From an optimization exercise on the open Yosys and OpenROAD flow, aimed at small area, a short achievable clock period and few clock cycles per item; shortcuts taken in it are not production practice.
Only simulation tests tie the RTL to the original design; equivalence was not proved.

<file path="design/flow/run.sh">
#!/bin/bash
# synth_recipe.tcl (not shown) runs the flow's synth.tcl, then flattens the netlist and writes it again
# the make line also repeats each setting of config.mk as NAME=value (left out here)
make -C /OpenROAD-flow-scripts/flow DESIGN_CONFIG=/design/flow/config.mk WORK_HOME=/design/flow/orfs CLKGATE_MAP_FILE= SYNTH_SCRIPT=/design/flow/synth_recipe.tcl finish
</file>
<file path="design/flow/config.mk">
export PLATFORM = sky130hd
export DESIGN_NAME = cosine_distance_unit
export DESIGN_NICKNAME = cosine_distance_unit
export VERILOG_FILES = /design/flow/design.v
export SDC_FILE = /design/flow/constraint.sdc
export NUM_CORES = 4
export LEC_CHECK = 0
export ABC_AREA = 1
export CAP_MARGIN = 20
export CORE_MARGIN = 2
export CORE_UTILIZATION = 70
export PLACE_DENSITY = 0.8
export SLEW_MARGIN = 20
</file>
<file path="design/flow/constraint.sdc">
create_clock -name core_clock -period 12.0 [get_ports {clk}]
set_input_delay 2.4000 -clock core_clock [delete_from_list [all_inputs] [get_ports {clk}]]
set_output_delay 2.4000 -clock core_clock [all_outputs]
set_load 0.01 [all_outputs]
</file>
<file path="design/flow/design.v">
module cosine_distance_unit #(
    parameter int W     = 16,
    parameter int FRAC  = 11,
    parameter int TERMS = 4
) (
    input  logic         clk,
    input  logic         reset_n,
    input  logic         start,
    input  logic [W-1:0] x_in,
    input  logic [W-1:0] v_in,
    output logic         busy,
    output logic         done,
    output logic [W-1:0] cos_out,
    output logic [W-1:0] distance,
    output logic         sat
);
    logic s1_q, s2_q, s3_q, done_q;
    logic accept;
    logic [15:0] a_q, b_q, d_q;
    logic        xo_q, hi_q, ds_q;
    logic        sat_q;
    assign busy   = s1_q | s2_q | s3_q;
    assign accept = start & ~busy;
    logic [15:0] x2f;
    assign x2f = {a_q[15], a_q[14:0] | {15{xo_q & ~s3_q}}};
    logic [14:0] bc;
    logic        big;
    assign bc  = b_q[14:0];
    assign big = hi_q | b_q[15];
    logic [22:0] cr7, cr5, cr3, cr1, cr0, crk;
    logic [22:0] ca_s, ca_c, cb_s, cb_c, cc_s, cc_c, cd_s, cd_c;
    logic [22:0] t2_full;
    logic [11:0] term2;
    assign cr7  = {1'd0, bc, 7'd0};
    assign cr5  = {3'd0, bc, 5'd0};
    assign cr3  = {5'd0, bc, 3'd0};
    assign cr1  = {7'd0, bc, 1'd0};
    assign cr0  = {8'd0, bc};
    assign crk  = 23'd2047;
    assign ca_s = cr7 ^ cr5 ^ cr3;
    assign ca_c = {(cr7[21:0] & cr5[21:0]) | (cr7[21:0] & cr3[21:0]) | (cr5[21:0] & cr3[21:0]), 1'b0};
    assign cb_s = cr1 ^ cr0 ^ crk;
    assign cb_c = {(cr1[21:0] & cr0[21:0]) | (cr1[21:0] & crk[21:0]) | (cr0[21:0] & crk[21:0]), 1'b0};
    assign cc_s = ca_s ^ ca_c ^ cb_s;
    assign cc_c = {(ca_s[21:0] & ca_c[21:0]) | (ca_s[21:0] & cb_s[21:0]) | (ca_c[21:0] & cb_s[21:0]), 1'b0};
    assign cd_s = cc_s ^ cc_c ^ cb_c;
    assign cd_c = {(cc_s[21:0] & cc_c[21:0]) | (cc_s[21:0] & cb_c[21:0]) | (cc_c[21:0] & cb_c[21:0]), 1'b0};
    assign t2_full = cd_s + cd_c;
    assign term2   = big ? 12'd2736 : t2_full[22:11];
    logic [19:0] t3_full;
    logic [15:0] expr3;
    assign t3_full = bc * 5'd17;
    assign expr3   = d_q - {5'd0, (big ? 11'd1087 : t3_full[19:9])};
    logic [15:0] mr;
    logic [14:0] mcand;
    assign mr = busy ? x2f : {{2{x_in[13]}}, x_in[13:0]};
    always_comb begin
        if (s1_q) mcand = {1'b0, x2f[14:1]};
        else if (s2_q) mcand = {3'd0, term2};
        else if (s3_q) mcand = expr3[14:0];
        else mcand = {x_in[13], x_in[13:0]};
    end
    logic [15:0] me;
    logic [16:0] bx;
    logic [15:0] row [8];
    logic [29:0] negv;
    logic [29:0] prod;
    assign me = {mcand[14], mcand};
    assign bx = {mr, 1'b0};
    always_comb begin
        negv = '0;
        for (int i = 0; i < 8; i++) begin
            logic b0, b1, b2, one, two, neg;
            b0  = bx[2*i];
            b1  = bx[2*i+1];
            b2  = bx[2*i+2];
            one = b0 ^ b1;
            two = (b2 & ~b1 & ~b0) | (~b2 & b1 & b0);
            neg = b2;
            for (int j = 0; j < 16; j++) begin
                row[i][j] = ((one & me[j]) | (two & ((j == 0) ? 1'b0 : me[j-1]))) ^ neg;
            end
            negv[2*i] = neg;
        end
    end
    logic tw1, tw2, tw3, tw4, tw5, tw6, tw7, tw8, tw9, tw10, tw11, tw12, tw13, tw14, tw15, tw16, tw17, tw18, tw19, tw20, tw21, tw22, tw23, tw24, tw25, tw26, tw27, tw28, tw29, tw30, tw31, tw32, tw33, tw34, tw35, tw36, tw37, tw38, tw39, tw40, tw41, tw42, tw43, tw44, tw45, tw46, tw47, tw48, tw49, tw50, tw51, tw52, tw53, tw54, tw55, tw56, tw57, tw58, tw59, tw60, tw61, tw62, tw63, tw64, tw65, tw66, tw67, tw68, tw69, tw70, tw71, tw72, tw73, tw74, tw75, tw76, tw77, tw78, tw79, tw80, tw81, tw82, tw83, tw84, tw85, tw86, tw87, tw88, tw89, tw90, tw91, tw92, tw93, tw94, tw95, tw96, tw97, tw98, tw99, tw100, tw101, tw102, tw103, tw104, tw105, tw106, tw107, tw108, tw109, tw110, tw111, tw112, tw113, tw114, tw115, tw116, tw117, tw118, tw119, tw120, tw121, tw122, tw123, tw124, tw125, tw126, tw127, tw128, tw129, tw130, tw131, tw132, tw133, tw134, tw135, tw136, tw137, tw138, tw139, tw140, tw141, tw142, tw143, tw144, tw145, tw146, tw147, tw148, tw149, tw150, tw151, tw152, tw153, tw154, tw155, tw156, tw157, tw158, tw159, tw160, tw161, tw162, tw163, tw164, tw165, tw166, tw167, tw168, tw169, tw170, tw171, tw172, tw173, tw174, tw175, tw176, tw177, tw178, tw179, tw180, tw181, tw182, tw183, tw184, tw185, tw186, tw187, tw188, tw189, tw190, tw191, tw192, tw193, tw194, tw195, tw196, tw197, tw198, tw199, tw200, tw201, tw202, tw203, tw204, tw205, tw206, tw207, tw208, tw209, tw210, tw211, tw212, tw213, tw214, tw215, tw216, tw217, tw218, tw219, tw220, tw221, tw222, tw223, tw224, tw225, tw226, tw227, tw228, tw229, tw230, tw231, tw232;
    assign tw1 = row[0][8] ^ row[1][6];
    assign tw2 = row[0][8] & row[1][6];
    assign tw3 = row[0][9] ^ row[1][7];
    assign tw4 = row[0][9] & row[1][7];
    assign tw5 = row[0][10] ^ row[1][8] ^ row[2][6];
    assign tw6 = (row[0][10] & row[1][8]) | (row[0][10] & row[2][6]) | (row[1][8] & row[2][6]);
    assign tw7 = row[3][4] ^ row[4][2];
    assign tw8 = row[3][4] & row[4][2];
    assign tw9 = row[0][11] ^ row[1][9] ^ row[2][7];
    assign tw10 = (row[0][11] & row[1][9]) | (row[0][11] & row[2][7]) | (row[1][9] & row[2][7]);
    assign tw11 = row[0][12] ^ row[1][10] ^ row[2][8];
    assign tw12 = (row[0][12] & row[1][10]) | (row[0][12] & row[2][8]) | (row[1][10] & row[2][8]);
    assign tw13 = row[3][6] ^ row[4][4];
    assign tw14 = row[3][6] & row[4][4];
    assign tw15 = row[0][13] ^ row[1][11] ^ row[2][9];
    assign tw16 = (row[0][13] & row[1][11]) | (row[0][13] & row[2][9]) | (row[1][11] & row[2][9]);
    assign tw17 = row[3][7] ^ row[4][5];
    assign tw18 = row[3][7] & row[4][5];
    assign tw19 = row[0][14] ^ row[1][12] ^ row[2][10];
    assign tw20 = (row[0][14] & row[1][12]) | (row[0][14] & row[2][10]) | (row[1][12] & row[2][10]);
    assign tw21 = row[3][8] ^ row[4][6] ^ row[5][4];
    assign tw22 = (row[3][8] & row[4][6]) | (row[3][8] & row[5][4]) | (row[4][6] & row[5][4]);
    assign tw23 = row[6][2] ^ row[7][0];
    assign tw24 = row[6][2] & row[7][0];
    assign tw25 = ~row[0][15] ^ row[1][13] ^ row[2][11];
    assign tw26 = (~row[0][15] & row[1][13]) | (~row[0][15] & row[2][11]) | (row[1][13] & row[2][11]);
    assign tw27 = row[3][9] ^ row[4][7] ^ row[5][5];
    assign tw28 = (row[3][9] & row[4][7]) | (row[3][9] & row[5][5]) | (row[4][7] & row[5][5]);
    assign tw29 = row[6][3] ^ row[7][1] ^ 1'b1;
    assign tw30 = (row[6][3] & row[7][1]) | (row[6][3] & 1'b1) | (row[7][1] & 1'b1);
    assign tw31 = row[1][14] ^ row[2][12] ^ row[3][10];
    assign tw32 = (row[1][14] & row[2][12]) | (row[1][14] & row[3][10]) | (row[2][12] & row[3][10]);
    assign tw33 = row[4][8] ^ row[5][6] ^ row[6][4];
    assign tw34 = (row[4][8] & row[5][6]) | (row[4][8] & row[6][4]) | (row[5][6] & row[6][4]);
    assign tw35 = row[7][2] ^ 1'b1;
    assign tw36 = row[7][2] & 1'b1;
    assign tw37 = ~row[1][15] ^ row[2][13] ^ row[3][11];
    assign tw38 = (~row[1][15] & row[2][13]) | (~row[1][15] & row[3][11]) | (row[2][13] & row[3][11]);
    assign tw39 = row[4][9] ^ row[5][7] ^ row[6][5];
    assign tw40 = (row[4][9] & row[5][7]) | (row[4][9] & row[6][5]) | (row[5][7] & row[6][5]);
    assign tw41 = row[2][14] ^ row[3][12] ^ row[4][10];
    assign tw42 = (row[2][14] & row[3][12]) | (row[2][14] & row[4][10]) | (row[3][12] & row[4][10]);
    assign tw43 = row[5][8] ^ row[6][6];
    assign tw44 = row[5][8] & row[6][6];
    assign tw45 = ~row[2][15] ^ row[3][13] ^ row[4][11];
    assign tw46 = (~row[2][15] & row[3][13]) | (~row[2][15] & row[4][11]) | (row[3][13] & row[4][11]);
    assign tw47 = row[3][14] ^ row[4][12];
    assign tw48 = row[3][14] & row[4][12];
    assign tw49 = row[0][4] ^ row[1][2];
    assign tw50 = row[0][4] & row[1][2];
    assign tw51 = row[0][5] ^ row[1][3];
    assign tw52 = row[0][5] & row[1][3];
    assign tw53 = row[0][6] ^ row[1][4] ^ row[2][2];
    assign tw54 = (row[0][6] & row[1][4]) | (row[0][6] & row[2][2]) | (row[1][4] & row[2][2]);
    assign tw55 = row[3][0] ^ negv[6];
    assign tw56 = row[3][0] & negv[6];
    assign tw57 = row[0][7] ^ row[1][5] ^ row[2][3];
    assign tw58 = (row[0][7] & row[1][5]) | (row[0][7] & row[2][3]) | (row[1][5] & row[2][3]);
    assign tw59 = row[3][1] ^ s1_q;
    assign tw60 = row[3][1] & s1_q;
    assign tw61 = row[2][4] ^ row[3][2] ^ row[4][0];
    assign tw62 = (row[2][4] & row[3][2]) | (row[2][4] & row[4][0]) | (row[3][2] & row[4][0]);
    assign tw63 = negv[8] ^ s1_q ^ tw1;
    assign tw64 = (negv[8] & s1_q) | (negv[8] & tw1) | (s1_q & tw1);
    assign tw65 = row[2][5] ^ row[3][3] ^ row[4][1];
    assign tw66 = (row[2][5] & row[3][3]) | (row[2][5] & row[4][1]) | (row[3][3] & row[4][1]);
    assign tw67 = s1_q ^ tw2 ^ tw3;
    assign tw68 = (s1_q & tw2) | (s1_q & tw3) | (tw2 & tw3);
    assign tw69 = row[5][0] ^ negv[10] ^ s1_q;
    assign tw70 = (row[5][0] & negv[10]) | (row[5][0] & s1_q) | (negv[10] & s1_q);
    assign tw71 = tw4 ^ tw5 ^ tw7;
    assign tw72 = (tw4 & tw5) | (tw4 & tw7) | (tw5 & tw7);
    assign tw73 = row[3][5] ^ row[4][3] ^ row[5][1];
    assign tw74 = (row[3][5] & row[4][3]) | (row[3][5] & row[5][1]) | (row[4][3] & row[5][1]);
    assign tw75 = tw6 ^ tw8 ^ tw9;
    assign tw76 = (tw6 & tw8) | (tw6 & tw9) | (tw8 & tw9);
    assign tw77 = row[5][2] ^ row[6][0] ^ negv[12];
    assign tw78 = (row[5][2] & row[6][0]) | (row[5][2] & negv[12]) | (row[6][0] & negv[12]);
    assign tw79 = tw10 ^ tw11 ^ tw13;
    assign tw80 = (tw10 & tw11) | (tw10 & tw13) | (tw11 & tw13);
    assign tw81 = row[5][3] ^ row[6][1] ^ tw12;
    assign tw82 = (row[5][3] & row[6][1]) | (row[5][3] & tw12) | (row[6][1] & tw12);
    assign tw83 = tw14 ^ tw15 ^ tw17;
    assign tw84 = (tw14 & tw15) | (tw14 & tw17) | (tw15 & tw17);
    assign tw85 = negv[14] ^ tw16 ^ tw18;
    assign tw86 = (negv[14] & tw16) | (negv[14] & tw18) | (tw16 & tw18);
    assign tw87 = tw19 ^ tw21 ^ tw23;
    assign tw88 = (tw19 & tw21) | (tw19 & tw23) | (tw21 & tw23);
    assign tw89 = tw20 ^ tw22 ^ tw24;
    assign tw90 = (tw20 & tw22) | (tw20 & tw24) | (tw22 & tw24);
    assign tw91 = tw25 ^ tw27 ^ tw29;
    assign tw92 = (tw25 & tw27) | (tw25 & tw29) | (tw27 & tw29);
    assign tw93 = tw26 ^ tw28 ^ tw30;
    assign tw94 = (tw26 & tw28) | (tw26 & tw30) | (tw28 & tw30);
    assign tw95 = tw31 ^ tw33 ^ tw35;
    assign tw96 = (tw31 & tw33) | (tw31 & tw35) | (tw33 & tw35);
    assign tw97 = row[7][3] ^ tw32 ^ tw34;
    assign tw98 = (row[7][3] & tw32) | (row[7][3] & tw34) | (tw32 & tw34);
    assign tw99 = tw36 ^ tw37 ^ tw39;
    assign tw100 = (tw36 & tw37) | (tw36 & tw39) | (tw37 & tw39);
    assign tw101 = row[7][4] ^ 1'b1 ^ tw38;
    assign tw102 = (row[7][4] & 1'b1) | (row[7][4] & tw38) | (1'b1 & tw38);
    assign tw103 = tw40 ^ tw41 ^ tw43;
    assign tw104 = (tw40 & tw41) | (tw40 & tw43) | (tw41 & tw43);
    assign tw105 = row[5][9] ^ row[6][7] ^ row[7][5];
    assign tw106 = (row[5][9] & row[6][7]) | (row[5][9] & row[7][5]) | (row[6][7] & row[7][5]);
    assign tw107 = tw42 ^ tw44 ^ tw45;
    assign tw108 = (tw42 & tw44) | (tw42 & tw45) | (tw44 & tw45);
    assign tw109 = row[5][10] ^ row[6][8] ^ row[7][6];
    assign tw110 = (row[5][10] & row[6][8]) | (row[5][10] & row[7][6]) | (row[6][8] & row[7][6]);
    assign tw111 = 1'b1 ^ tw46 ^ tw47;
    assign tw112 = (1'b1 & tw46) | (1'b1 & tw47) | (tw46 & tw47);
    assign tw113 = ~row[3][15] ^ row[4][13] ^ row[5][11];
    assign tw114 = (~row[3][15] & row[4][13]) | (~row[3][15] & row[5][11]) | (row[4][13] & row[5][11]);
    assign tw115 = row[6][9] ^ row[7][7] ^ tw48;
    assign tw116 = (row[6][9] & row[7][7]) | (row[6][9] & tw48) | (row[7][7] & tw48);
    assign tw117 = row[4][14] ^ row[5][12] ^ row[6][10];
    assign tw118 = (row[4][14] & row[5][12]) | (row[4][14] & row[6][10]) | (row[5][12] & row[6][10]);
    assign tw119 = row[7][8] ^ 1'b1;
    assign tw120 = row[7][8] & 1'b1;
    assign tw121 = ~row[4][15] ^ row[5][13] ^ row[6][11];
    assign tw122 = (~row[4][15] & row[5][13]) | (~row[4][15] & row[6][11]) | (row[5][13] & row[6][11]);
    assign tw123 = row[5][14] ^ row[6][12];
    assign tw124 = row[5][14] & row[6][12];
    assign tw125 = row[0][2] ^ row[1][0];
    assign tw126 = row[0][2] & row[1][0];
    assign tw127 = row[0][3] ^ row[1][1];
    assign tw128 = row[0][3] & row[1][1];
    assign tw129 = row[2][0] ^ negv[4] ^ s1_q;
    assign tw130 = (row[2][0] & negv[4]) | (row[2][0] & s1_q) | (negv[4] & s1_q);
    assign tw131 = row[2][1] ^ s1_q ^ tw50;
    assign tw132 = (row[2][1] & s1_q) | (row[2][1] & tw50) | (s1_q & tw50);
    assign tw133 = s1_q ^ tw52 ^ tw53;
    assign tw134 = (s1_q & tw52) | (s1_q & tw53) | (tw52 & tw53);
    assign tw135 = tw54 ^ tw56 ^ tw57;
    assign tw136 = (tw54 & tw56) | (tw54 & tw57) | (tw56 & tw57);
    assign tw137 = tw58 ^ tw60 ^ tw61;
    assign tw138 = (tw58 & tw60) | (tw58 & tw61) | (tw60 & tw61);
    assign tw139 = tw62 ^ tw64 ^ tw65;
    assign tw140 = (tw62 & tw64) | (tw62 & tw65) | (tw64 & tw65);
    assign tw141 = tw66 ^ tw68 ^ tw69;
    assign tw142 = (tw66 & tw68) | (tw66 & tw69) | (tw68 & tw69);
    assign tw143 = tw70 ^ tw72 ^ tw73;
    assign tw144 = (tw70 & tw72) | (tw70 & tw73) | (tw72 & tw73);
    assign tw145 = tw74 ^ tw76 ^ tw77;
    assign tw146 = (tw74 & tw76) | (tw74 & tw77) | (tw76 & tw77);
    assign tw147 = tw78 ^ tw80 ^ tw81;
    assign tw148 = (tw78 & tw80) | (tw78 & tw81) | (tw80 & tw81);
    assign tw149 = tw82 ^ tw84 ^ tw85;
    assign tw150 = (tw82 & tw84) | (tw82 & tw85) | (tw84 & tw85);
    assign tw151 = tw86 ^ tw88 ^ tw89;
    assign tw152 = (tw86 & tw88) | (tw86 & tw89) | (tw88 & tw89);
    assign tw153 = tw90 ^ tw92 ^ tw93;
    assign tw154 = (tw90 & tw92) | (tw90 & tw93) | (tw92 & tw93);
    assign tw155 = tw94 ^ tw96 ^ tw97;
    assign tw156 = (tw94 & tw96) | (tw94 & tw97) | (tw96 & tw97);
    assign tw157 = tw98 ^ tw100 ^ tw101;
    assign tw158 = (tw98 & tw100) | (tw98 & tw101) | (tw100 & tw101);
    assign tw159 = tw102 ^ tw104 ^ tw105;
    assign tw160 = (tw102 & tw104) | (tw102 & tw105) | (tw104 & tw105);
    assign tw161 = tw106 ^ tw108 ^ tw109;
    assign tw162 = (tw106 & tw108) | (tw106 & tw109) | (tw108 & tw109);
    assign tw163 = tw110 ^ tw112 ^ tw113;
    assign tw164 = (tw110 & tw112) | (tw110 & tw113) | (tw112 & tw113);
    assign tw165 = tw114 ^ tw116 ^ tw117;
    assign tw166 = (tw114 & tw116) | (tw114 & tw117) | (tw116 & tw117);
    assign tw167 = row[7][9] ^ tw118 ^ tw120;
    assign tw168 = (row[7][9] & tw118) | (row[7][9] & tw120) | (tw118 & tw120);
    assign tw169 = row[7][10] ^ 1'b1 ^ tw122;
    assign tw170 = (row[7][10] & 1'b1) | (row[7][10] & tw122) | (1'b1 & tw122);
    assign tw171 = ~row[5][15] ^ row[6][13] ^ row[7][11];
    assign tw172 = (~row[5][15] & row[6][13]) | (~row[5][15] & row[7][11]) | (row[6][13] & row[7][11]);
    assign tw173 = row[6][14] ^ row[7][12];
    assign tw174 = row[6][14] & row[7][12];
    assign tw175 = row[0][0] ^ negv[0];
    assign tw176 = row[0][0] & negv[0];
    assign tw177 = row[0][1] ^ s1_q;
    assign tw178 = row[0][1] & s1_q;
    assign tw179 = negv[2] ^ s1_q ^ tw125;
    assign tw180 = (negv[2] & s1_q) | (negv[2] & tw125) | (s1_q & tw125);
    assign tw181 = s1_q ^ tw126 ^ tw127;
    assign tw182 = (s1_q & tw126) | (s1_q & tw127) | (tw126 & tw127);
    assign tw183 = tw49 ^ tw128 ^ tw129;
    assign tw184 = (tw49 & tw128) | (tw49 & tw129) | (tw128 & tw129);
    assign tw185 = tw51 ^ tw130 ^ tw131;
    assign tw186 = (tw51 & tw130) | (tw51 & tw131) | (tw130 & tw131);
    assign tw187 = tw55 ^ tw132 ^ tw133;
    assign tw188 = (tw55 & tw132) | (tw55 & tw133) | (tw132 & tw133);
    assign tw189 = tw59 ^ tw134 ^ tw135;
    assign tw190 = (tw59 & tw134) | (tw59 & tw135) | (tw134 & tw135);
    assign tw191 = tw63 ^ tw136 ^ tw137;
    assign tw192 = (tw63 & tw136) | (tw63 & tw137) | (tw136 & tw137);
    assign tw193 = tw67 ^ tw138 ^ tw139;
    assign tw194 = (tw67 & tw138) | (tw67 & tw139) | (tw138 & tw139);
    assign tw195 = tw71 ^ tw140 ^ tw141;
    assign tw196 = (tw71 & tw140) | (tw71 & tw141) | (tw140 & tw141);
    assign tw197 = tw75 ^ tw142 ^ tw143;
    assign tw198 = (tw75 & tw142) | (tw75 & tw143) | (tw142 & tw143);
    assign tw199 = tw79 ^ tw144 ^ tw145;
    assign tw200 = (tw79 & tw144) | (tw79 & tw145) | (tw144 & tw145);
    assign tw201 = tw83 ^ tw146 ^ tw147;
    assign tw202 = (tw83 & tw146) | (tw83 & tw147) | (tw146 & tw147);
    assign tw203 = tw87 ^ tw148 ^ tw149;
    assign tw204 = (tw87 & tw148) | (tw87 & tw149) | (tw148 & tw149);
    assign tw205 = tw91 ^ tw150 ^ tw151;
    assign tw206 = (tw91 & tw150) | (tw91 & tw151) | (tw150 & tw151);
    assign tw207 = tw95 ^ tw152 ^ tw153;
    assign tw208 = (tw95 & tw152) | (tw95 & tw153) | (tw152 & tw153);
    assign tw209 = tw99 ^ tw154 ^ tw155;
    assign tw210 = (tw99 & tw154) | (tw99 & tw155) | (tw154 & tw155);
    assign tw211 = tw103 ^ tw156 ^ tw157;
    assign tw212 = (tw103 & tw156) | (tw103 & tw157) | (tw156 & tw157);
    assign tw213 = tw107 ^ tw158 ^ tw159;
    assign tw214 = (tw107 & tw158) | (tw107 & tw159) | (tw158 & tw159);
    assign tw215 = tw111 ^ tw160 ^ tw161;
    assign tw216 = (tw111 & tw160) | (tw111 & tw161) | (tw160 & tw161);
    assign tw217 = tw115 ^ tw162 ^ tw163;
    assign tw218 = (tw115 & tw162) | (tw115 & tw163) | (tw162 & tw163);
    assign tw219 = tw119 ^ tw164 ^ tw165;
    assign tw220 = (tw119 & tw164) | (tw119 & tw165) | (tw164 & tw165);
    assign tw221 = tw121 ^ tw166 ^ tw167;
    assign tw222 = (tw121 & tw166) | (tw121 & tw167) | (tw166 & tw167);
    assign tw223 = tw123 ^ tw168 ^ tw169;
    assign tw224 = (tw123 & tw168) | (tw123 & tw169) | (tw168 & tw169);
    assign tw225 = tw124 ^ tw170 ^ tw171;
    assign tw226 = (tw124 & tw170) | (tw124 & tw171) | (tw170 & tw171);
    assign tw227 = 1'b1 ^ tw172 ^ tw173;
    assign tw228 = (1'b1 & tw172) | (1'b1 & tw173) | (tw172 & tw173);
    assign tw229 = ~row[6][15] ^ row[7][13] ^ tw174;
    assign tw230 = (~row[6][15] & row[7][13]) | (~row[6][15] & tw174) | (row[7][13] & tw174);
    assign tw231 = row[7][14] ^ 1'b1;
    assign tw232 = row[7][14] & 1'b1;
    logic [29:0] tva, tvb;
    assign tva = {~row[7][15], tw230, tw228, tw226, tw224, tw222, tw220, tw218, tw216, tw214, tw212, tw210, tw208, tw206, tw204, tw202, tw200, tw198, tw196, tw194, tw192, tw190, tw188, tw186, tw184, tw182, tw180, tw178, tw176, s1_q};
    assign tvb = {tw232, tw231, tw229, tw227, tw225, tw223, tw221, tw219, tw217, tw215, tw213, tw211, tw209, tw207, tw205, tw203, tw201, tw199, tw197, tw195, tw193, tw191, tw189, tw187, tw185, tw183, tw181, tw179, tw177, tw175};
    assign prod = tva + tvb;
    logic x2ovf;
    assign x2ovf = (x_in[15:13] != 3'b000 && x_in[15:13] != 3'b111) || prod[26];
    logic sat1, sat3;
    assign sat1 = hi_q | (b_q[15] & (b_q[14:0] != 15'd0));
    assign sat3 = hi_q | (d_q[15] ^ ds_q);
    logic [15:0] e2;
    assign e2 = 16'd2048 - {2'b00, x2f[14:1]} + {4'd0, term2};
    always_ff @(posedge clk or negedge reset_n) begin
        if (!reset_n) begin
            s1_q   <= 1'b0;
            s2_q   <= 1'b0;
            s3_q   <= 1'b0;
            done_q <= 1'b0;
        end else begin
            s1_q <= accept;
            s2_q <= s1_q;
            s3_q <= s2_q;
            if (accept) done_q <= 1'b0;
            else if (s3_q) done_q <= 1'b1;
        end
    end
    always_ff @(posedge clk) begin
        if (accept) a_q <= {1'b0, prod[25:11]};
        else if (s2_q) a_q <= d_q;
        if (accept) xo_q <= x2ovf;
        if (s1_q | s2_q) b_q <= prod[26:11];
        else if (s3_q) b_q <= expr3;
        if (busy) begin
            hi_q <= (s3_q ? ((prod[29:27] != 3'b000) && (prod[29:27] != 3'b111))
                          : (prod[29:27] != 3'b000));
            ds_q <= prod[29];
        end
        if (accept) d_q <= v_in;
        else if (s2_q) d_q <= e2;
        else if (s3_q) d_q <= prod[26:11];
        if (accept) sat_q <= x2ovf;
        else if (s2_q) sat_q <= sat_q | sat1;
        else if (s3_q) sat_q <= sat_q | big;
    end
    assign done     = done_q;
    assign cos_out  = b_q;
    assign distance = sat3 ? (ds_q ? 16'h8000 : 16'h7fff) : d_q;
    assign sat      = sat_q | sat3;
endmodule
</file>
==> insert_results.sql, run 1 <==
INSERT INTO impl_metrics (metric_group, metric, value, unit) VALUES
('worst_setup_path', 'worst_ep_arrival_time', '9.92', 'ns'),
('clocking', 'root_buffer', 'clkbuf_16', ''),
('sta', 'max_slew.worst_pin.slew', '1.037', 'ns'),
('sta', 'rsz0062_at_grt', 'false', ''),
('clocking', 'number_of_sinks_handled_by_clock_tree_synthesis', '56', ''),
('worst_setup_path', 'critical_path.slowest_cell', 'edfxtp_1', ''),
('synthesis', 'ys_dominant_reg_cell', 'edfxtp_1', ''),
('clocking', 'cts_resized', '0', ''),
('sta', 'totalNegativeSetupSlack', '0', 'ns'),
('job', 'max-cap-violations', '0', ''),
('sta', 'final_period_minus_worst_setup_slack', '9.800', 'ns'),
('sta', 'setup_viol_count_final', '0', ''),
('worst_setup_path', 'path_common_cell', 'nand2_1', ''),
('synthesis', 'unique_masters_post_synth', '63', ''),
('layout', 'syn_to_final_growth', '5.543', '%'),
('sta', 'post_route_clock_period_utilization', '0.8167', ''),
('clocking', 'clock_tree.buffer_depth', '2', ''),
('floorplan', 'die_h', '153.5', 'um'),
('route', 'viasPerCell', '6.440', ''),
('floorplan', 'chipWidth', '153.5', 'um'),
('layout', 'post-route-cell-area', '16510', 'um2'),
('worst_setup_path', 'timing_worst_setup_path_type', 'reg -> reg', ''),
('route', 'drcViolationCount', '0', ''),
('sta', 'worst_clock_skew', '0.01061', 'ns'),
('synthesis', 'syn-cell-area', '15640', 'um2'),
('synthesis', 'yosysSeqAreaShare', '0.1056', ''),
('sta', 'finalHoldViolations', '0', ''),
('clocking', 'tritoncts', 'yes', ''),
('floorplan', 'core-area', '21890', 'um2'),
('worst_setup_path', 'crit_path_max_fanout', '12', ''),
('global_routing', 'grt_usage', '0.4709', ''),
('floorplan', 'fp.dieArea', '23560', 'um2'),
('layout', 'final_layout_size_suffix_gt1_frac', '0.03819', ''),
('clocking', 'cts-htree-levels', '2', ''),
('synthesis', 'yosysWarnings', '2', ''),
('clocking', 'clk_latency', '0.30', 'ns'),
('sta', 'maxSlewHeadroom', '0.3071', ''),
('route', 'antenna_left', '0', ''),
('sta', 'finalMaxSlewViolations', '0', ''),
('sta', 'hold_slack', '0.5070', 'ns'),
('worst_setup_path', 'setup.worst_path.start_class', 'register', ''),
('global_routing', 'grt_pass1_wl', '87.99', 'mm'),
('route', 'dr_total_vias', '17490', ''),
('floorplan', 'pin_count', '70', ''),
('worst_setup_path', 'cp_data_required_time', '12.12', 'ns'),
('sta', 'clock.fmax', '102.0', 'MHz'),
('synthesis', 'postSynthNetCount', '2731', ''),
('global_routing', 'grt_max_degree', '34', ''),
('outcome', 'status', 'complete, no violations', ''),
('synthesis', 'synth-seq-cells', '56', ''),
('global_routing', 'grt_antenna_before_repair', '0', ''),
('placed_design', 'placed_cell_area', '16370', 'um2'),
('floorplan', 'fp-row-count', '54', ''),
('layout', 'antenna_cells', '0', ''),
('route', 'detailedRoute.firstPassIterationCount', '10', ''),
('clocking', 'cts_hold_buf', '0', ''),
('synthesis', 'avgSynthCellArea', '6.461', 'um2'),
('global_routing', 'overflow', '0', ''),
('placed_design', 'gp_congestion', '1.109', ''),
('hold_path', 'holdCritPathClass', 'reg -> reg', ''),
('clocking', 'cts_setup_buffers', '0', ''),
('clocking', 'cts_inserted_buffers', '5', ''),
('worst_setup_path', 'critical_path.endpoint_type', 'register', ''),
('layout', 'final_net_count', '2744', ''),
('sta', 'final_setup_slack_of_the_worst_path', '2.200', 'ns'),
('placed_design', 'place.port_buffers', '69', ''),
('route', 'post_drt_wl_per_cell', '20.85', 'um'),
('synthesis', 'synth_edf_count', '51', ''),
('route', 'dr.first_iter.drc_count', '2097', ''),
('floorplan', 'initial_utilization', '0.7146', ''),
('synthesis', 'synth_async_reset_ratio', '0.07143', ''),
('placed_design', 'final_hpwl_from_detailed_placement', '44.80', 'mm'),
('clocking', 'clk_pin_slew', '0.08', 'ns'),
('synthesis', 'synth_cells', '2421', ''),
('placed_design', 'dp_slack', '2.769', 'ns'),
('route', 'drt-total-wl', '56.60', 'mm'),
('global_routing', 'grt_pass1_vias', '17050', ''),
('worst_setup_path', 'slowest_delay', '0.68', 'ns');
## cell type report
cell class | count | area [um2]
Clock inverter | 3 | 17.52
Tap cell | 280 | 350.3
Timing Repair Buffer | 76 | 743.2
Fill cell | 1738 | 5381
Inverter | 398 | 1504
Multi-Input combinational cell | 1897 | 12120
Sequential cell | 56 | 1652
Clock buffer | 5 | 125.1
## final timing paths
check	cells past startpoint	slack, ns	from	endpoint
worst max-delay path	37	2.20	b_q[12]$_DFFE_PN_	b_q[9]$_DFFE_PN_
worst min-delay path	2	0.51	done_q$_DFFE_PN0P_	done_q$_DFFE_PN0P_
worst max register to register	37	2.20	b_q[12]$_DFFE_PN_	b_q[9]$_DFFE_PN_
worst min register to register	2	0.51	done_q$_DFFE_PN0P_	done_q$_DFFE_PN0P_
max in group asynchronous	1	9.55	reset_n	s3_q$_DFF_PN0_
min in group asynchronous	1	2.29	reset_n	s2_q$_DFF_PN0_
## worst max-delay path: cells and delay by family (launching register included)
family	cells	cell delay, ns
AOI/OAI and AO/OA	9	1.69
xor gates and xnor gates	2	0.65
adders and majority gates	8	3.46
buffers and inverters	5	0.86
DFF	1	0.68
and+or+nand+nor	13	2.25
## routing by layer
metal | track usage | routed length, um | vias to the layer above | share of wire
met2 | 0.7706 | 25520 | 1433 | 0.45
met5 | 0 | 0 | - | 0
li1 | - | - | 7787 | -
met3 | 0.1128 | 7348 | 369 | 0.13
met1 | 0.5433 | 18840 | 7896 | 0.33
met4 | 0.3285 | 4884 | 0 | 0.086
## flip-flops by register name, summed over array words and instances, names as in the netlist
name	cells
s2_q	1
sat_q	1
a_q	16
s3_q	1
ds_q	1
done_q	1
hi_q	1
s1_q	1
xo_q	1
d_q	16
b_q	16
## synthesized netlist by cell type, types with 13 or more instances
cell / count / share of area
nand2_1: 761 / 0.18
inv_1: 374 / 0.090
nand3_1: 255 / 0.082
ha_1: 153 / 0.12
nor2_1: 131 / 0.031
fa_1: 122 / 0.16
o21ai_0: 113 / 0.036
a21oi_1: 103 / 0.033
edfxtp_1: 51 / 0.098
xor2_1: 49 / 0.027
clkbuf_1: 28 / 0.0067
buf_2: 21 / 0.0067
nand4_1: 18 / 0.0072
inv_2: 17 / 0.0041
nor3_1: 16 / 0.0051
o211ai_1: 13 / 0.0062
o21bai_1: 13 / 0.0062
o22ai_1: 13 / 0.0052
## cells by family after synthesis
kind of cell | synth area share
xor gates and xnor gates | 0.03247
AOI/OAI and AO/OA | 0.1199
adders and majority gates | 0.2785
DFF | 0.1056
and+or+nand+nor | 0.3411
muxes | 0.002560
buffers and inverters | 0.1199
## stage by stage
step,instances,util
after global placement,2707,0.7477
final,2715,0.7542
after floorplan,2421,-
after global routing,2715,0.7542
after detailed placement,2707,0.7477
after CTS,2715,0.7542
## cell usage in the layout, fill, tap and decap left out, types with 5 or more instances in the layout
master           count
o211ai_1            13
o21bai_1            13
nand2_2              9
a21o_1               9
inv_2               17
o21ai_0            113
nand3_1            255
nor3_1              16
xnor2_1              9
nand3_2              5
nand3b_1             9
o21ai_1             11
clkbuf_16            5
clkdlybuf4s50_1     69
o22ai_1             13
a31oi_1              8
xor2_1              49
nor2_1             131
edfxtp_1            51
a21oi_1            103
nand4_1             18
fa_1               122
nor2_2              10
nor2_4              10
buf_4                7
ha_1               153
nand2_1            760
inv_1              374
Testbench counts, summed over its fixed seeds: cycles 6,400, items 1,600.
==> run 2: changes to the inputs <==
--- a/design/flow/config.mk
+++ b/design/flow/config.mk
@@ -12,2 +12,4 @@
 export PLACE_DENSITY = 0.8
+export SETUP_SLACK_MARGIN = 2
 export SLEW_MARGIN = 20
+export TNS_END_PERCENT = 5
==> run 2 against run 1 <==
Against the previous run: non-clock buffer count is the same; fmax rose by 2.0%.
==> insert_results.sql, run 2 <==
INSERT INTO impl_metrics (metric_group, metric, value, unit) VALUES
('outcome', 'status', 'complete, no violations', ''),
('floorplan', 'fp.dieArea', '23560', 'um2'),
('clocking', 'clock_tree.buffer_depth', '2', ''),
('hold_path', 'holdCritPathClass', 'reg -> reg', ''),
('layout', 'syn_to_final_growth', '5.583', '%'),
('clocking', 'cts_inserted_buffers', '5', ''),
('route', 'post_drt_wl_per_cell', '20.80', 'um'),
('layout', 'final_cell_mix', 'nand2_1, inv_1, nand3_1', ''),
('sta', 'post_route_clock_period_utilization', '0.8008', ''),
('layout', 'register_area', '1652', 'um2'),
('synthesis', 'yosysSeqAreaShare', '0.1056', ''),
('layout', 'layout_top_registers', 'a_q (16), b_q (16), d_q (16)', ''),
('layout', 'mostFrequentLayoutCell', 'nand2_1', ''),
('placed_design', 'final_hpwl_from_detailed_placement', '44.80', 'mm'),
('route', 'drt-total-wl', '56.48', 'mm'),
('clocking', 'number_of_sinks_handled_by_clock_tree_synthesis', '56', ''),
('layout', 'fillerInstances', '1737', ''),
('sta', 'final_setup_slack_of_the_worst_path', '2.390', 'ns'),
('synthesis', 'synth_edf_count', '51', ''),
('worst_setup_path', 'critical_path.endpoint_type', 'register', ''),
('global_routing', 'grt_max_degree', '34', ''),
('global_routing', 'overflow', '0', ''),
('synthesis', 'postSynthNetCount', '2731', ''),
('worst_setup_path', 'crit_path_max_fanout', '16', ''),
('worst_setup_path', 'crit_buf_inv', '6', ''),
('synthesis', 'unique_masters_post_synth', '63', ''),
('floorplan', 'pin_count', '70', ''),
('floorplan', 'initial_utilization', '0.7146', ''),
('synthesis', 'ys_top_cells_by_area', 'nand2_1, fa_1, ha_1', ''),
('sta', 'final_period_minus_worst_setup_slack', '9.610', 'ns'),
('sta', 'worst_clock_skew', '0.007797', 'ns'),
('synthesis', 'avgSynthCellArea', '6.461', 'um2'),
('sta', 'clock.fmax', '104.1', 'MHz'),
('worst_setup_path', 'timing_worst_setup_path_type', 'reg -> reg', ''),
('route', 'dr_total_vias', '17370', ''),
('floorplan', 'core-area', '21890', 'um2'),
('sta', 'totalNegativeSetupSlack', '0', 'ns'),
('route', 'detailedRoute.firstPassIterationCount', '8', ''),
('global_routing', 'grt_pass1_vias', '17050', ''),
('synthesis', 'synth.cells.most_frequent', 'nand2_1, inv_1, nand3_1, ha_1, nor2_1', ''),
('route', 'antenna_left', '0', ''),
('worst_setup_path', 'path_delay_family', 'adder cells', ''),
('sta', 'finalMaxSlewViolations', '0', ''),
('placed_design', 'gp_congestion', '1.109', ''),
('clocking', 'clk_latency', '0.30', 'ns'),
('sta', 'finalHoldViolations', '0', ''),
('route', 'dr.first_iter.drc_count', '2118', ''),
('layout', 'antenna_cells', '0', ''),
('worst_setup_path', 'worst_ep_arrival_time', '9.73', 'ns'),
('worst_setup_path', 'path_common_cell', 'nand2_1', ''),
('floorplan', 'chipWidth', '153.5', 'um'),
('synthesis', 'synthMostInstantiatedCell', 'nand2_1', ''),
('sta', 'max_slew.worst_pin.slew', '1.003', 'ns'),
('route', 'drcViolationCount', '0', ''),
('global_routing', 'grt_pass1_wl', '87.99', 'mm'),
('clocking', 'clk_pin_slew', '0.08', 'ns'),
('synthesis', 'ys_dominant_reg_cell', 'edfxtp_1', ''),
('synthesis', 'syn-cell-area', '15640', 'um2'),
('sta', 'rsz0062_at_grt', 'true', ''),
('synthesis', 'synth_async_reset_ratio', '0.07143', ''),
('synthesis', 'yosysWarnings', '2', ''),
('worst_setup_path', 'slowest_delay', '0.55', 'ns'),
('synthesis', 'synth-seq-cells', '56', ''),
('clocking', 'cts-htree-levels', '2', ''),
('placed_design', 'place.port_buffers', '69', ''),
('floorplan', 'die_h', '153.5', 'um'),
('floorplan', 'fp-row-count', '54', ''),
('synthesis', 'synth_largest_type_area_fraction', '0.1826', ''),
('clocking', 'root_buffer', 'clkbuf_16', ''),
('clocking', 'tritoncts', 'yes', ''),
('global_routing', 'grt_antenna_before_repair', '0', ''),
('worst_setup_path', 'cp_data_required_time', '12.12', 'ns'),
('synthesis', 'synth_cells', '2421', ''),
('job', 'max-cap-violations', '0', ''),
('route', 'viasPerCell', '6.397', ''),
('global_routing', 'grt_usage', '0.4709', ''),
('worst_setup_path', 'critical_path.slowest_cell', 'nand2_1', ''),
('sta', 'maxSlewHeadroom', '0.3295', ''),
('worst_setup_path', 'setup.worst_path.start_class', 'register', ''),
('layout', 'multi_input_area', '12120', 'um2'),
('layout', 'final_layout_size_suffix_gt1_frac', '0.03901', ''),
('layout', 'final_net_count', '2744', ''),
('sta', 'setup_viol_count_final', '0', ''),
('placed_design', 'dp_slack', '2.769', 'ns'),
('synthesis', 'dominant_cell_type_by_area_after_synthesis', 'nand2_1', '');
## run 2: cell counts after synthesis
No cell type changed its count.
## run 2: logic make-up after synthesis
| logic type | Yosys count | share of synthesized area |
|---|---|---|
| mux | 4 | 0.002560 |
| compound gates | 317 | 0.1199 |
| fa+ha+maj | 275 | 0.2785 |
| buf+inv | 468 | 0.1199 |
| simple gates | 1243 | 0.3411 |
| flops | 56 | 0.1056 |
| xor+xnor | 58 | 0.03247 |
## run 2: per-layer routing
metal	GRT usage	routed length (um)	vias up	part of all wire
li1	-	-	7787	-
met1	0.5433	18970	7890	0.34
met2	0.7706	25430	1350	0.45
met3	0.1128	7283	341	0.13
met4	0.3285	4797	0	0.085
met5	0	0	-	0
## run 2: through the flow
| step | hold WS [ns] | cells | instance area, um2 | utilization |
|---|---|---|---|---|
| 6_report | 0.5041 | 2715 | 16520 | 0.7545 |
| 5_1_grt | 0.5574 | 2715 | 16520 | 0.7545 |
| 4_1_cts | 0.5048 | 2715 | 16510 | 0.7542 |
| 3_5_place_dp | 0.4849 | 2707 | 16370 | 0.7477 |
| 3_3_place_gp | 0.4695 | 2707 | 16370 | 0.7477 |
| 2_1_floorplan | 0.4593 | 2421 | 15640 | - |
## run 2: final timing paths
check / from / end / slack [ns] / cells past startpoint
worst max-delay path: b_q[7]$_DFFE_PN_ / b_q[9]$_DFFE_PN_ / 2.39 / 43
worst min-delay path: done_q$_DFFE_PN0P_ / done_q$_DFFE_PN0P_ / 0.50 / 2
worst max register to register: b_q[7]$_DFFE_PN_ / b_q[9]$_DFFE_PN_ / 2.39 / 43
worst min register to register: done_q$_DFFE_PN0P_ / done_q$_DFFE_PN0P_ / 0.50 / 2
max in group asynchronous: reset_n / s3_q$_DFF_PN0_ / 9.54 / 1
min in group asynchronous: reset_n / s2_q$_DFF_PN0_ / 2.29 / 1
## run 2: area by class of cell
class / count / area share
clock inverters: 3 / 0.001061
multi-input cells: 1897 / 0.7339
flip-flops and latches: 56 / 0.1000
well taps: 280 / 0.02121
clock buffers: 5 / 0.007576
repair buffers: 76 / 0.04500
inverters: 398 / 0.09129
## run 2: repair_timing
action / CTS / global route
resized for setup: 0 / 2
setup buffers: 0 / 0
hold buffers: 0 / 0
setup endpoints to repair: 0 / 15
## run 2: worst register-to-register path, delay by kind of cell (launching register included)
| family | cells | cell delay [ns] |
|---|---|---|
| compound gates | 12 | 1.97 |
| xor+xnor | 2 | 0.90 |
| fa+ha+maj | 8 | 3.32 |
| buf+inv | 6 | 0.46 |
| flops | 1 | 0.53 |
| simple gates | 15 | 2.29 |
==> run 3: changes to the inputs <==
--- a/design/flow/config.mk
+++ b/design/flow/config.mk
@@ -10,6 +10,3 @@
 export CORE_MARGIN = 2
-export CORE_UTILIZATION = 70
-export PLACE_DENSITY = 0.8
-export SETUP_SLACK_MARGIN = 2
+export CORE_UTILIZATION = 40
 export SLEW_MARGIN = 20
-export TNS_END_PERCENT = 5
==> run 3 against run 2 <==
Against the previous run: register-to-register slack worse by 0.69 ns; wire length up 2.9%; final cell count up 9.0%; utilization down 32 points; flip-flop and latch count unchanged; critical path depth down 5; count of clock-buffer cells in the layout up 2; area after synthesis unchanged; via count down 6.4%; clock skew down 0.0016 ns; highest routed layer unchanged.
==> insert_results.sql, run 3 <==
INSERT INTO impl_metrics (metric_group, metric, value, unit) VALUES
('worst_setup_path', 'path_common_cell', 'nand2_1', ''),
('sta', 'rsz0062_at_grt', 'false', ''),
('placed_design', 'gp_congestion', '0.9491', ''),
('layout', 'final_layout_size_suffix_gt1_frac', '0.04136', ''),
('clocking', 'cts_setup_buffers', '0', ''),
('sta', 'max_slew.worst_pin.slew', '1.367', 'ns'),
('layout', 'final_net_count', '2751', ''),
('clocking', 'clock_tree.buffer_depth', '2', ''),
('route', 'antenna_left', '0', ''),
('floorplan', 'fp.dieArea', '40710', 'um2'),
('job', 'max-cap-violations', '0', ''),
('floorplan', 'chipWidth', '201.8', 'um'),
('placed_design', 'final_hpwl_from_detailed_placement', '47.01', 'mm'),
('worst_setup_path', 'crit_path_max_fanout', '16', ''),
('clocking', 'root_buffer', 'clkbuf_16', ''),
('synthesis', 'synth_edf_count', '51', ''),
('layout', 'final_cell_mix', 'nand2_1, inv_1, nand3_1', ''),
('clocking', 'tritoncts', 'yes', ''),
('sta', 'final_setup_slack_of_the_worst_path', '1.700', 'ns'),
('synthesis', 'synth_async_reset_ratio', '0.07143', ''),
('global_routing', 'grt_pass1_wl', '89.80', 'mm'),
('sta', 'post_route_clock_period_utilization', '0.8584', ''),
('placed_design', 'place.port_buffers', '69', ''),
('sta', 'clock.fmax', '97.08', 'MHz'),
('synthesis', 'dominant_cell_type_by_area_after_synthesis', 'nand2_1', ''),
('route', 'dr.first_iter.drc_count', '1743', ''),
('sta', 'totalNegativeSetupSlack', '0', 'ns'),
('sta', 'hold_slack', '0.5044', 'ns'),
('synthesis', 'unique_masters_post_synth', '63', ''),
('worst_setup_path', 'critical_path.endpoint_type', 'register', ''),
('synthesis', 'yosysWarnings', '2', ''),
('route', 'drt-total-wl', '58.11', 'mm'),
('sta', 'finalHoldViolations', '0', ''),
('floorplan', 'fp-row-count', '72', ''),
('route', 'detailedRoute.firstPassIterationCount', '9', ''),
('route', 'post_drt_wl_per_cell', '19.63', 'um'),
('layout', 'final_util', '0.4365', ''),
('synthesis', 'synth_cells', '2421', ''),
('synthesis', 'ys_top_cells_by_area', 'nand2_1, fa_1, ha_1', ''),
('hold_path', 'holdCritPathClass', 'reg -> reg', ''),
('layout', 'syn_to_final_growth', '7.847', '%'),
('clocking', 'cts_resized', '0', ''),
('placed_design', 'dp_slack', '2.080', 'ns'),
('clocking', 'clk_latency', '0.30', 'ns'),
('synthesis', 'synth.cells.most_frequent', 'nand2_1, inv_1, nand3_1, ha_1, nor2_1', ''),
('sta', 'final_period_minus_worst_setup_slack', '10.30', 'ns'),
('global_routing', 'grt_max_degree', '32', ''),
('floorplan', 'core-area', '38650', 'um2'),
('synthesis', 'synth_largest_type_area_fraction', '0.1826', ''),
('worst_setup_path', 'worst_ep_arrival_time', '10.25', 'ns'),
('global_routing', 'grt_pass1_vias', '15510', ''),
('sta', 'setup_viol_count_final', '0', ''),
('layout', 'layout_top_registers', 'a_q (16), b_q (16), d_q (16)', ''),
('route', 'dr_total_vias', '16270', ''),
('layout', 'mostFrequentLayoutCell', 'nand2_1', ''),
('route', 'drcViolationCount', '0', ''),
('floorplan', 'die_h', '201.8', 'um'),
('synthesis', 'syn-cell-area', '15640', 'um2'),
('worst_setup_path', 'timing_worst_setup_path_type', 'reg -> reg', ''),
('synthesis', 'yosysSeqAreaShare', '0.1056', ''),
('global_routing', 'grt_antenna_before_repair', '1', ''),
('outcome', 'status', 'complete, no violations', ''),
('sta', 'finalMaxSlewViolations', '0', ''),
('sta', 'maxSlewHeadroom', '0.07995', ''),
('worst_setup_path', 'critical_path.slowest_cell', 'edfxtp_1', ''),
('global_routing', 'overflow', '0', ''),
('worst_setup_path', 'slowest_delay', '0.70', 'ns'),
('global_routing', 'grt_usage', '0.2854', '');
==> run 3: final timing paths <==
check | from | endpoint | slack, ns | depth (start not counted)
setup reg to reg | b_q[13]$_DFFE_PN_ | b_q[12]$_DFFE_PN_ | 1.70 | 38
hold reg to reg | done_q$_DFFE_PN0P_ | done_q$_DFFE_PN0P_ | 0.50 | 2
max in group asynchronous | reset_n | s2_q$_DFF_PN0_ | 9.54 | 1
hold / removal | done_q$_DFFE_PN0P_ | done_q$_DFFE_PN0P_ | 0.50 | 2
min in group asynchronous | reset_n | s3_q$_DFF_PN0_ | 2.29 | 1
setup / recovery | b_q[13]$_DFFE_PN_ | b_q[12]$_DFFE_PN_ | 1.70 | 38
==> run 3: area by class of cell <==
class | instances | area (um2)
fillers | 4099 | 21780
multi-input cells | 1897 | 12120
flip-flops and latches | 56 | 1652
inverters | 398 | 1504
repair buffers | 83 | 795.8
well taps | 518 | 648.1
clock buffers | 7 | 142.6
clock inverters | 1 | 7.507
==> run 3: kinds of logic after synthesis <==
group	share of synthesized area
compound gates	0.1199
xor+xnor	0.03247
fa+ha+maj	0.2785
buf+inv	0.1199
flops	0.1056
mux	0.002560
simple gates	0.3411
==> run 3: worst max-delay path: cells and delay by family, from the launching register on <==
kind	cells	cell delay (ns)
adder cells (fa/ha/maj)	8	3.38
AO/OA/AOI/OAI	12	2.97
AND/OR/NAND/NOR	16	2.77
flip-flops	1	0.70
buffers and inverters	2	0.10
==> run 3: per-stage QoR <==
stage               instances  area [um2]
detailed placement       2952       16720
finish                   2960       16870
global route             2960       16870
CTS                      2960       16870
floorplan                2421       15640
global placement         2952       16720
==> run 3: per-layer routing <==
| metal | global-route usage | vias up | share of wire |
|---|---|---|---|
| li1 | - | 7803 | - |
| met1 | 0.4099 | 7643 | 0.44 |
| met2 | 0.4537 | 700 | 0.45 |
| met3 | 0.02834 | 119 | 0.077 |
| met4 | 0.08377 | 0 | 0.032 |
| met5 | 0 | - | 0 |

[afterwards: timing with drivers on the ports]
Ports are ideal in the flow. The routed layouts listed here were re-timed in OpenROAD.
Step 1: set_driving_cell puts a clkbuf_16 on clk and a buf_2 on each other input, an assumption about the parent block.
Step 2 adds t to the input delays and takes it off the output delays; t is the mean of the earliest and latest rising clock arrival at the registers after step 1. Input paths then give back, and output paths get back, about the clock's delay inside the block.
Three values: ideal ports, drivers, drivers and shift; two values: the first two.
run | t (ns) | setup slack, ns | latest minus earliest clock arrival (ns)
run 1 | 0.333 | 2.200 / 2.200 / 2.200 | 0.011 / 0.010
run 2 | 0.332 | 2.390 / 2.390 / 2.390 | 0.007 / 0.008
run 3 | 0.334 | 1.700 / 1.700 / 1.700 | 0.006 / 0.007
After both steps setup and hold are still met in every run listed.
